Background: an optimization exercise with open tools, aiming at small area, a short achievable clock period and few clock cycles per item. Do not read the settings as production practice. Function was checked by simulation only, so behaviour that the tests miss may differ from the original. Power is estimated from default activity; no workload was simulated.

// delta_list_timer_queue
module delta_list_timer_queue #(
  parameter int MAX_TIMERS = dltq_pkg::MaxTimersDefault,
  parameter int TIME_BITS  = dltq_pkg::TimeBitsDefault
) (
  input  logic                             clk,
  input  logic                             rst,
  input  logic                             s_axis_tvalid,
  output logic                             s_axis_tready,
  input  logic [dltq_pkg::InDataBits-1:0]  s_axis_tdata,
  input  logic [1:0]                       s_axis_tuser,
  output logic                             m_axis_tvalid,
  input  logic                             m_axis_tready,
  output logic [dltq_pkg::OutDataBits-1:0] m_axis_tdata,
  output logic [1:0]                       m_axis_tuser,
  output logic                             m_axis_tlast
);
Settings: LEC_CHECK=0, CAP_MARGIN=20, CORE_MARGIN=2, CORE_UTILIZATION=55, PLACE_DENSITY=0.7, SETUP_SLACK_MARGIN=5, SLEW_MARGIN=20, SYNTH_HIERARCHICAL=1, SYNTH_MINIMUM_KEEP_SIZE=0, TNS_END_PERCENT=10; clock period 10.0 ns.
run.sh (not shown) runs the stock make flow with config.mk's settings and CLKGATE_MAP_FILE= SYNTH_SCRIPT=/design/flow/synth_recipe.tcl, a recipe that flattens the netlist after the stock synthesis.
Testbench counts at the start, summed over its fixed seeds: cycles 18,422, items 8,000.
Edit:
--- a/flow/design.v
+++ b/flow/design.v
@@ -189,63 +189,67 @@
   logic [32:0]      xr;
   logic             xadd;        
   logic             req_rep;
   logic [N-1:0][32:0] dl;        
   logic [N-1:0][31:0] per;
   logic [N-1:0]       rpt;
   logic [N-1:0]       act;
   logic [N-1:0][3:0]  ord;       
   logic [N-1:0]       vm;        
+  logic [N-1:0]       o1oh;      
   logic [32:0]      hd;
   logic [31:0]      hp;
   logic             hr;
   logic [32:0]      hx;
   logic [32:0]      tnow;
   logic             adv_busy;    
   logic [5:0]       cnt;         
   logic             pr_v;
   logic [1:0]       pr_kind;
   logic [3:0]       pr_id;
   logic             pr_last;
   logic             pr_ovr;
   logic             out_v;
   logic [37:0]      out_data;
   logic [1:0]       out_kind;
   logic             out_last;
-  logic             sk_v;
-  logic [37:0]      sk_data;
-  logic [1:0]       sk_kind;
-  logic             sk_last;
   logic exec_en, emit_go, start, fire, is_add, is_rem, is_adv;
   logic add_ok, rem_ok, fire_rep, fire_pop;
   logic [3:0]  h, o1;
   logic [32:0] do1, tsum, tgt_u, xin, ax, bx, xbase, xs_hd, xs_oth;
   logic [31:0] vsel;
   logic [31:0] po1;
   logic        ro1;
   logic        due0, due_x, due_o1, next_due, cap, last;
   logic [N-1:0] lt;
   logic [N:0]   fpos;    
   logic [N-1:0] epos, bpos;
-  assign exec_en = !pr_v || !sk_v;
-  assign emit_go = pr_v && !sk_v;
+  assign exec_en = !pr_v || !out_v || m_axis_tready;
+  assign emit_go = pr_v && (!out_v || m_axis_tready);
   assign start   = req_v && !adv_busy && exec_en;
   assign s_axis_tready = !req_v || (!adv_busy && exec_en);
   assign is_add = start && (req_op == dltq_pkg::OP_ADD);
   assign is_rem = start && (req_op == dltq_pkg::OP_REMOVE);
   assign is_adv = start && (req_op == dltq_pkg::OP_ADVANCE);
   assign add_ok = is_add && !act[req_id];
   assign rem_ok = is_rem && act[req_id];
   assign h    = ord[0];
   assign o1   = ord[1];
-  assign do1  = dl[o1];
-  assign po1  = per[o1];
-  assign ro1  = rpt[o1];
+  always_comb begin
+    do1 = '0;
+    po1 = '0;
+    ro1 = 1'b0;
+    for (int i = 0; i < N; i++) begin
+      do1 = do1 | (dl[i] & {33{o1oh[i]}});
+      po1 = po1 | (per[i] & {32{o1oh[i]}});
+      ro1 = ro1 | (rpt[i] & o1oh[i]);
+    end
+  end
   assign tsum = xr;
   assign tgt_u = xr;
   logic c_due0, c_due_x, c_due_o1;
   dltq_lessc u_due0 (.a(tsum), .b(hd), .lt(c_due0));
   assign due0 = vm[0] && !c_due0;
   assign fire = (adv_busy && exec_en) || (is_adv && due0);
   assign fire_rep = fire && hr;
   assign fire_pop = fire && !hr;
   assign xin = xadd ? tsum : hx;
@@ -285,19 +289,18 @@
   assign res_data = {pr_ovr, nd, vm[0], pr_id};
   always_ff @(posedge clk) begin
     if (rst) begin
       req_v    <= 1'b0;
       act      <= '0;
       vm       <= '0;
       adv_busy <= 1'b0;
       pr_v     <= 1'b0;
       out_v    <= 1'b0;
-      sk_v     <= 1'b0;
     end else begin
       if (!(fire ? !last : adv_busy)) xr <= (fire && next_due) ? xs_hd : xs_oth;
       xadd <= ((s_axis_tready && s_axis_tvalid) ? (s_axis_tuser == dltq_pkg::OP_ADD)
                                                  : (req_op == dltq_pkg::OP_ADD))
               && !(fire ? !last : adv_busy);
       if (s_axis_tready) begin
         req_v <= s_axis_tvalid;
         if (s_axis_tvalid) begin
           req_op  <= s_axis_tuser;
@@ -333,18 +336,28 @@
         for (int j = 1; j < N - 1; j++) begin
           if (fpos[j+1]) ord[j] <= ord[j+1];
           else if (fpos[j]) ord[j] <= h;
         end
         if (fpos[N-1]) ord[N-1] <= h;
       end else if (fire_pop) begin
         for (int j = 0; j < N - 1; j++) ord[j] <= ord[j+1];
         vm <= {1'b0, vm[N-1:1]};
       end
+      if (add_ok) begin
+        if (!fpos[1]) o1oh <= fpos[0] ? (N'(1) << req_id) : (N'(1) << ord[0]);
+      end else if (rem_ok) begin
+        if (bpos[1]) o1oh <= N'(1) << ord[2];
+      end else if (fire_rep) begin
+        if (fpos[2]) o1oh <= N'(1) << ord[2];
+        else if (fpos[1]) o1oh <= N'(1) << h;
+      end else if (fire_pop) begin
+        o1oh <= N'(1) << ord[2];
+      end
       if ((add_ok && !fpos[0]) || (fire_rep && !fpos[1])) begin
         hd <= xin;
         hx <= ax;
       end else if ((rem_ok && epos[0]) || fire_pop || (fire_rep && fpos[1])) begin
         hd <= do1;
         hx <= bx;
       end
       if (add_ok && !fpos[0]) begin
         hp <= req_val;
@@ -365,34 +378,21 @@
         pr_ovr  <= fire && next_due && cap;
         pr_id   <= fire ? h : req_id;
         if (fire) pr_kind <= dltq_pkg::KIND_FIRED;
         else if (add_ok || rem_ok || is_adv) pr_kind <= dltq_pkg::KIND_DONE;
         else pr_kind <= dltq_pkg::KIND_REJECT;
       end else if (emit_go) begin
         pr_v <= 1'b0;
       end
       if (!out_v || m_axis_tready) begin
-        if (sk_v) begin
-          out_v    <= 1'b1;
-          out_data <= sk_data;
-          out_kind <= sk_kind;
-          out_last <= sk_last;
-          sk_v     <= 1'b0;
-        end else begin
-          out_v    <= emit_go;
-          out_data <= res_data;
-          out_kind <= pr_kind;
-          out_last <= pr_last;
-        end
-      end else if (emit_go) begin
-        sk_v    <= 1'b1;
-        sk_data <= res_data;
-        sk_kind <= pr_kind;
-        sk_last <= pr_last;
+        out_v    <= emit_go;
+        out_data <= res_data;
+        out_kind <= pr_kind;
+        out_last <= pr_last;
       end
     end
   end
   assign m_axis_tvalid = out_v;
   assign m_axis_tdata  = {2'b00, out_data};
   assign m_axis_tuser  = out_kind;
   assign m_axis_tlast  = out_last;
 endmodule
The changed run completed without violations.
Clock skew is higher by 0.041 ns.
Routed wire length increases by 15%.
Total power went down by 1.9%.
Clock-buffer cell count came out lower by 1.
Cell count is higher by 4.1%.
Via count came out higher by 10%.
Cell area goes down by 0.48%.
Maximum frequency falls by 3.6%.
Global-route usage increases by 5.5 points.
Setup slack degrades by 0.19 ns.
Area after synthesis decreases by 3.1%.
Testbench counts after the change, summed over its fixed seeds: cycles 18,422, items 8,000.

-- static timing again, ports no longer ideal --
How much do the figures lean on ideal ports? The routed layouts below were timed once more, with nothing changed but the port constraints. Step 1 (the two cells are an assumption about what drives the block):
set clk [get_ports {clk}]
set_driving_cell -lib_cell sky130_fd_sc_hd__clkbuf_16 $clk
set_driving_cell -lib_cell sky130_fd_sc_hd__buf_2 [delete_from_list [all_inputs] $clk]
Step 2 times the ports against the registers' clock, not the clock port: input delays grow and output delays shrink by t, the midpoint of the rising clock arrivals with the driver on. a / b / c = ideal ports / drivers / drivers and shift; a / b = the first two.
run	shift t [ns]	setup slack, ns	worst hold slack (ns)	slew at the worst register clock pin (ns)	cell pins on the clock port's net
the first run	0.907	4.861 / 4.861 / 4.031	0.449 / 0.449 / 0.449	0.07 / 0.07	1
the second run	0.907	4.667 / 4.667 / 4.118	0.422 / 0.422 / 0.422	0.07 / 0.07	1
After both steps setup and hold are still met in every run listed. For the first run, which loses most, drivers alone change the setup slack by 0.000 ns; drivers and shift together by -0.830 ns.
